From an optimization exercise on the open Yosys and OpenROAD flow, aimed at small area and a short achievable clock period; shortcuts taken in it are not production practice. The RTL was checked by simulation tests, not by an equivalence proof against the original design. No activity file was given, so power comes from the tool's default toggle rates.

==> flow/design.v (excerpt) <==
module ram_s1p1c_arb #(
    parameter  int NUM_REQ    = 4,
    parameter  int WORD_WIDTH = 8,
    parameter  int WORD_COUNT = 256,
    localparam int ADDR_WIDTH = $clog2(WORD_COUNT),
    localparam int ID_WIDTH   = ram_arb_pkg::calc_id_width(NUM_REQ)
) (
    input  logic                                 clk_i,
    input  logic                                 rstn_i,
    input  logic [NUM_REQ-1:0]                   req_valid_i,
    output logic [NUM_REQ-1:0]                   req_ready_o,
    input  logic [NUM_REQ-1:0]                   req_we_i,
    input  logic [NUM_REQ-1:0]                   req_lock_i,
    input  logic [NUM_REQ-1:0][ADDR_WIDTH-1:0]   req_addr_i,
    input  logic [NUM_REQ-1:0][WORD_WIDTH-1:0]   req_data_i,
    output logic [NUM_REQ-1:0]                   rsp_valid_o,
    output logic [ID_WIDTH-1:0]                  rsp_id_o,
    output logic [WORD_WIDTH-1:0]                rsp_data_o
);
    localparam int CB   = ADDR_WIDTH / 2;
    localparam int RB   = ADDR_WIDTH - CB;
    localparam int NCOL = 1 << CB;
    localparam int NROW = 1 << RB;
    logic [NUM_REQ-1:0][NUM_REQ-1:0] blk_q, blk_d;
    logic [NUM_REQ-1:0]    ptr_q;
    logic [NUM_REQ-1:0]    gnt, gnt_rd;
    logic [NUM_REQ-1:0]    ptr_d, own_d;
    logic                  lock_d;
    logic [NUM_REQ-1:0]                   rd_q;
    logic [ID_WIDTH-1:0]                  rd_id_q, rd_id_d;
  ...
Size in the first run: about 4700 cells after synthesis, ~96 I/O pins, roughly 80000 um2 of cells after synthesis.
clock: 5.0 ns
lec_check: 0
cap_margin: 20
core_margin: 2
core_utilization: 60
cts_cluster_diameter: 100
cts_cluster_size: 26
place_density: 0.85
setup_slack_margin: 2.3
slew_margin: 20
synth_hierarchical: 1
standard.sh (not shown) runs the stock make flow with config.mk's settings and CLKGATE_MAP_FILE= SYNTH_SCRIPT=/design/flow/synth_recipe.tcl, a recipe that flattens the netlist after the stock synthesis.
==> flow/flow/run.sh <==
#!/bin/bash
# Layout flow: the standard flow, with port buffers of a fixed cell type and with
# resizing free to change a cell's footprint.
export BUFFER_PORTS_ARGS="-buffer_cell sky130_fd_sc_hd__buf_4"
bash standard.sh MATCH_CELL_FOOTPRINT=0 finish > standard.log 2>&1
The starting point finished with timing, DRC and antenna clean.
Edit:
Settings changed: CORE_UTILIZATION 60 to 68, SETUP_SLACK_MARGIN 2.3 to 2.25.
After rerunning: Routed wire length fell by 1.1%. Die area fell by 12%. Register-to-register slack hardly moves. Non-clock buffer count fell by 38. Clock skew hardly moves. Core utilization rose by 7.9 points. Total power hardly moves.
Edit:
Settings changed: CORE_UTILIZATION 68 to 76.
The changed run passed the timing, DRC and antenna checks.
Setup slack got worse by 0.075 ns.
Sequential power stays flat.
Power rises by about 0.6%.
Cell area went up by 0.68%.
Non-clock buffer count grows by 10.
Die area fell by about 10%.
Edit:
Settings changed: CORE_UTILIZATION 76 to 60.
Result: Critical path depth came out lower by 4; worst hold slack improved by 0.0052 ns; final cell count came out higher by 5.7%; combinational power came out lower by about 6%; design area stays flat.

ram_s1p1c_arb again, from the RTL that the note above started with.
clock: 5.0 ns
lec_check: 0
cap_margin: 20
core_margin: 2
core_utilization: 60
cts_cluster_diameter: 100
cts_cluster_size: 26
place_density: 0.7
setup_slack_margin: 2.25
slew_margin: 20
synth_hierarchical: 1
Scripts as last shown in full above: flow/flow/run.sh
Next try:
==> flow/flow/run.sh (replaced) <==
#!/bin/bash
# Layout flow: the standard flow, with port buffers of a fixed cell type, resizing free
# to change a cell's footprint, and clock tree synthesis without dummy loads.
export BUFFER_PORTS_ARGS="-buffer_cell sky130_fd_sc_hd__buf_4"
bash standard.sh MATCH_CELL_FOOTPRINT=0 \
  "CTS_ARGS=-sink_clustering_enable -repair_clock_nets -sink_clustering_size 26 -sink_clustering_max_diameter 100 -dont_use_dummy_load" \
  finish > standard.log 2>&1
--- a/flow/config.mk
+++ b/flow/config.mk
@@ -11,5 +11,5 @@
 export CTS_CLUSTER_DIAMETER = 100
 export CTS_CLUSTER_SIZE = 26
-export PLACE_DENSITY = 0.7
+export PLACE_DENSITY = 0.85
 export SETUP_SLACK_MARGIN = 2.25
 export SLEW_MARGIN = 20
What happened: Worst setup slack loses 0.016 ns. Clock skew goes up by 0.039 ns. Flip-flop and latch count is unchanged. Die area stays the same. Area after synthesis is unchanged. Total power goes down slightly.

==> separate check: timing with driven ports <==
How much do the figures lean on ideal ports? The routed layouts below were timed once more, with nothing changed but the port constraints.
Step 1 sets driving cells, clkbuf_16 on the clock port and buf_2 on the other inputs (assumed; they add their load-dependent delay and slew).
Step 2 adds t to the input delays and takes it off the output delays; t is the mean of the earliest and latest rising clock arrival at the registers after step 1. Input paths then give back, and output paths get back, about the clock's delay inside the block.
Three values: no drivers, after step 1, after step 2; two values: the first two.
run	shift t [ns]	slack for setup (ns)	clock arrival spread, ns	worst register clock-pin slew, ns	worst data-port slew with drivers (ns)
the first run of note 1	0.829	2.122 / 2.021 / 1.414	0.048 / 0.048	0.11 / 0.11	0.24
the second run of note 1	0.796	2.115 / 2.064 / 1.350	0.059 / 0.059	0.10 / 0.10	0.14
the third run of note 1	0.823	2.040 / 1.924 / 1.250	0.041 / 0.041	0.11 / 0.11	0.24
the fourth run of note 1	0.825	2.131 / 2.044 / 1.381	0.047 / 0.046	0.10 / 0.10	0.26
the first run of note 2	0.839	2.142 / 2.061 / 1.291	0.040 / 0.040	0.11 / 0.11	0.20
the second run of note 2	0.819	2.126 / 2.038 / 1.383	0.084 / 0.083	0.10 / 0.10	0.23
After both steps every run listed still meets setup and hold. The setup slack of the first run of note 2, which loses most, moves by -0.081 ns with the drivers and by -0.851 ns with both steps.
